What follows belongs to an exercise in optimizing a design on an open flow for small area and a short achievable clock period; a production flow would make more cautious choices.
The RTL was checked by simulation tests, not by an equivalence proof against the original design.
No driver is modelled on the clock port, so clock power and skew are understated where the tree is cut down; a real chip needs a root buffer or a tree.
Power figures rest on the tool's default switching activity, not on a simulated workload.

==> inputs of job 5294 <==
Design exp_bf16_top, start of the top module:
module exp_bf16_top
(
    input  logic        clk,
    input  logic        rst,
    input  logic        valid_i,
    input  logic [15:0] data_i,
    output logic        valid_o,
    output logic [15:0] data_o
);
    localparam int bf16_man_w = 7;        
    localparam int bf16_bias  = 127;
    localparam logic [7:0] exp_tiny = 8'd118;    
    localparam logic [7:0] exp_huge = 8'd134;    
    localparam logic [15:0] bf16_one  = 16'h3f80;
    localparam logic [15:0] bf16_pinf = 16'h7f80;
    localparam logic [15:0] bf16_qnan = 16'h7fc0;
    localparam logic [15:0] bf16_zero = 16'h0000;
    localparam int frac_w  = 16;
    localparam int fix_w   = 8 + frac_w;      
    localparam int unit_w  = frac_w + 1;      
    localparam int shift_w = 10;              
    localparam logic [unit_w-1:0] log2e_fix = 17'h17154;     
    localparam logic [unit_w-1:0] ln2_fix   = 17'h0b172;     
    localparam logic [unit_w-1:0] one_fix   = 17'h10000;
    logic [4:0] v;       
    always_ff @(posedge clk)
    begin
        if (rst)
            v <= '0;
        else
            v <= {v[3:0], valid_i};
    end
    assign valid_o = v[4];
    logic [15:0] d1;
    always_ff @(posedge clk)
        d1 <= data_i;
    logic        sgn;
    logic [7:0]  exp_b;
    logic [6:0]  man;
    logic [22:0] pp_c;
    assign sgn   = d1[15];
    assign exp_b = d1[14:7];
    assign man   = d1[6:0];
    exp_range_reduce i_reduce
    (
        .sgn (sgn),
        .man (man),
        .pp  (pp_c)
    );
    logic        s2;
    logic        nan2;
    logic        sat2;
    logic        one2;
    logic [3:0]  sh2;
    logic [22:0] pp2;
    always_ff @(posedge clk)
    begin
        s2   <= sgn;
        nan2 <= exp_b == 8'hff && man != '0;
        sat2 <= exp_b >= exp_huge;
        one2 <= exp_b < exp_tiny;
        sh2  <= exp_b[3:0] - 4'd6;       
        pp2  <= pp_c;
    end
    logic [22:0] px_c;       
    logic [37:0] q_c;
    logic [21:0] t_c;        
    assign px_c = pp2 ^ {23{s2}};
    assign q_c  = {{15{s2}}, px_c} << sh2;
    assign t_c  = q_c[37:16];
    logic        s3;
  ...
clock: 11.5 ns
lec_check: 0
abc_area: 1
cap_margin: 20
core_margin: 2
core_utilization: 60
cts_buf_list: sky130_fd_sc_hd__clkbuf_8
cts_cluster_size: 30
slew_margin: 20
standard.sh (not shown) runs the stock make flow with config.mk's settings and CLKGATE_MAP_FILE= SYNTH_SCRIPT=/design/flow/synth_recipe.tcl, a recipe that flattens the netlist after the stock synthesis.
==> flow/flow/run.sh <==
#!/bin/bash
# The standard layout, with repair_timing aiming for more setup slack than
# the design's period leaves, so that the achieved period gets shorter, and
# plain buffers (not delay cells) on the ports. The clock period and every
# constraint stay the design's.
set -euo pipefail
bash standard.sh SETUP_SLACK_MARGIN=8.2 "BUFFER_PORTS_ARGS=-buffer_cell sky130_fd_sc_hd__buf_1" finish > standard_flow.log 2>&1
==> inputs of job 2287, as changes to job 5294 <==
==> flow/flow/run.sh (replaced) <==
#!/bin/bash
# The standard layout, with three changes to how it is made (the clock
# period and every constraint stay the design's):
# - repair_timing aims for more setup slack than the design's period leaves;
# - the ports get plain buffers instead of delay cells;
# - the clock network is four clock buffers fed by the clock port, one per
#   quarter of the registers, instead of TritonCTS's two-level H-tree
#   (flow/clock_pre_cts.tcl).
set -euo pipefail
here=$(pwd)
bash standard.sh SETUP_SLACK_MARGIN=8.6 \
  "BUFFER_PORTS_ARGS=-buffer_cell sky130_fd_sc_hd__buf_1" \
  "PRE_CTS_TCL=$here/flow/clock_pre_cts.tcl" \
  finish > standard_flow.log 2>&1
==> flow/flow/clock_pre_cts.tcl (new file) <==
# Clock network in place of TritonCTS: the clock port drives four
# clkbuf_16, one per quarter of the registers (split at the median x, then
# at the median y of each half), each placed at the centre of its
# registers. Every register is one buffer away from the port, so the
# clock arrives at them all alike. Sourced by ORFS's cts.tcl as
# PRE_CTS_TCL; clock_tree_synthesis is then skipped, and the rest of
# cts.tcl (legalisation, repair_timing) runs as usual.
set block [ord::get_db_block]
set db [ord::get_db]
set clknet [$block findNet clk]
set master [$db findMaster sky130_fd_sc_hd__clkbuf_16]
set sinks {}
foreach it [$clknet getITerms] {
  set b [[$it getInst] getBBox]
  lappend sinks [list $it [expr {([$b xMin] + [$b xMax]) / 2}] [expr {([$b yMin] + [$b yMax]) / 2}]]
}
proc halves {items idx} {
  set s [lsort -integer -index $idx $items]
  set h [expr {[llength $s] / 2}]
  return [list [lrange $s 0 [expr {$h - 1}]] [lrange $s $h end]]
}
set groups {}
foreach half [halves $sinks 1] {
  foreach q [halves $half 2] { lappend groups $q }
}
set k 0
foreach g $groups {
  set sx 0; set sy 0
  foreach s $g { set sx [expr {$sx + [lindex $s 1]}]; set sy [expr {$sy + [lindex $s 2]}] }
  set n [llength $g]
  set inst [odb::dbInst_create $block $master clkbuf_q$k]
  $inst setLocation [expr {$sx / $n}] [expr {$sy / $n}]
  $inst setPlacementStatus PLACED
  set net [odb::dbNet_create $block clknet_q$k]
  $net setSigType CLOCK
  [$inst findITerm A] connect $clknet
  [$inst findITerm X] connect $net
  foreach s $g { set it [lindex $s 0]; $it disconnect; $it connect $net }
  puts "clock buffer clkbuf_q$k: $n registers"
  incr k
}
proc clock_tree_synthesis {args} {
  puts "clock_tree_synthesis skipped: the clock network was built by clock_pre_cts.tcl"
}
==> comparison table <==
| metric | job 2287 | job 5294 |
|---|---|---|
| Total power per unit cell area | 166 mW/mm² | 193 mW/mm² |
| Switching Power | 0.572 mW | 0.662 mW |
| Final Cell Area | 0.00832 mm² | 0.00855 mm² |
| FF-to-FF path depth | 16 | 17 |
| Pint | 0.810 mW | 0.992 mW |
| Actual transition at the worst max-transition pin | 0.821 ns | 0.828 ns |
| Worst-skew pair later-pin latency | 0.17 ns | 0.44 ns |
| Met2 Routed Length | 9050 µm | 9540 µm |
| Shortest clock period the worst path allows after layout | 2.91 ns | 3.20 ns |
| Area growth, synth to finish | 4.43% | 7.32% |
| Fraction of final layout cells with drive strength greater than 1 | 0.0739 | 0.0624 |
| Total power draw | 1.38 mW | 1.65 mW |
| Proportion of cell area occupied by multi-input gates | 0.599 | 0.574 |
| CP max-delay cell | dfxtp_2 | dfxtp_1 |
| Startpoint of the worst setup timing path | data_o[4] | data_o[9] |
| Result of the run | timing/DRC/antenna clean | timing/DRC/antenna clean |
The clock cells of job 2287 come from the design's own scripts or RTL, not from TritonCTS.

[what the ideal ports hide]
The flow's constraints put no driver on any port. The routed layouts listed below were extracted and timed again, unchanged, in two steps.
Step 1 assumes that a clkbuf_16 drives the clock port and a buf_2 every other input.
Step 2 times the ports against the registers' clock, not the clock port: input delays grow and output delays shrink by t, the midpoint of the rising clock arrivals with the driver on.
Slacks: ideal ports / drivers / drivers and shift; pairs: ideal ports / drivers.
run	t (ns)	setup slack, ns	clock arrival spread, ns
job 5294	0.477	8.298 / 8.262 / 8.475	0.011 / 0.011
job 2287	0.244	8.592 / 8.507 / 8.716	0.014 / 0.014
After both steps setup and hold are still met in every run listed.
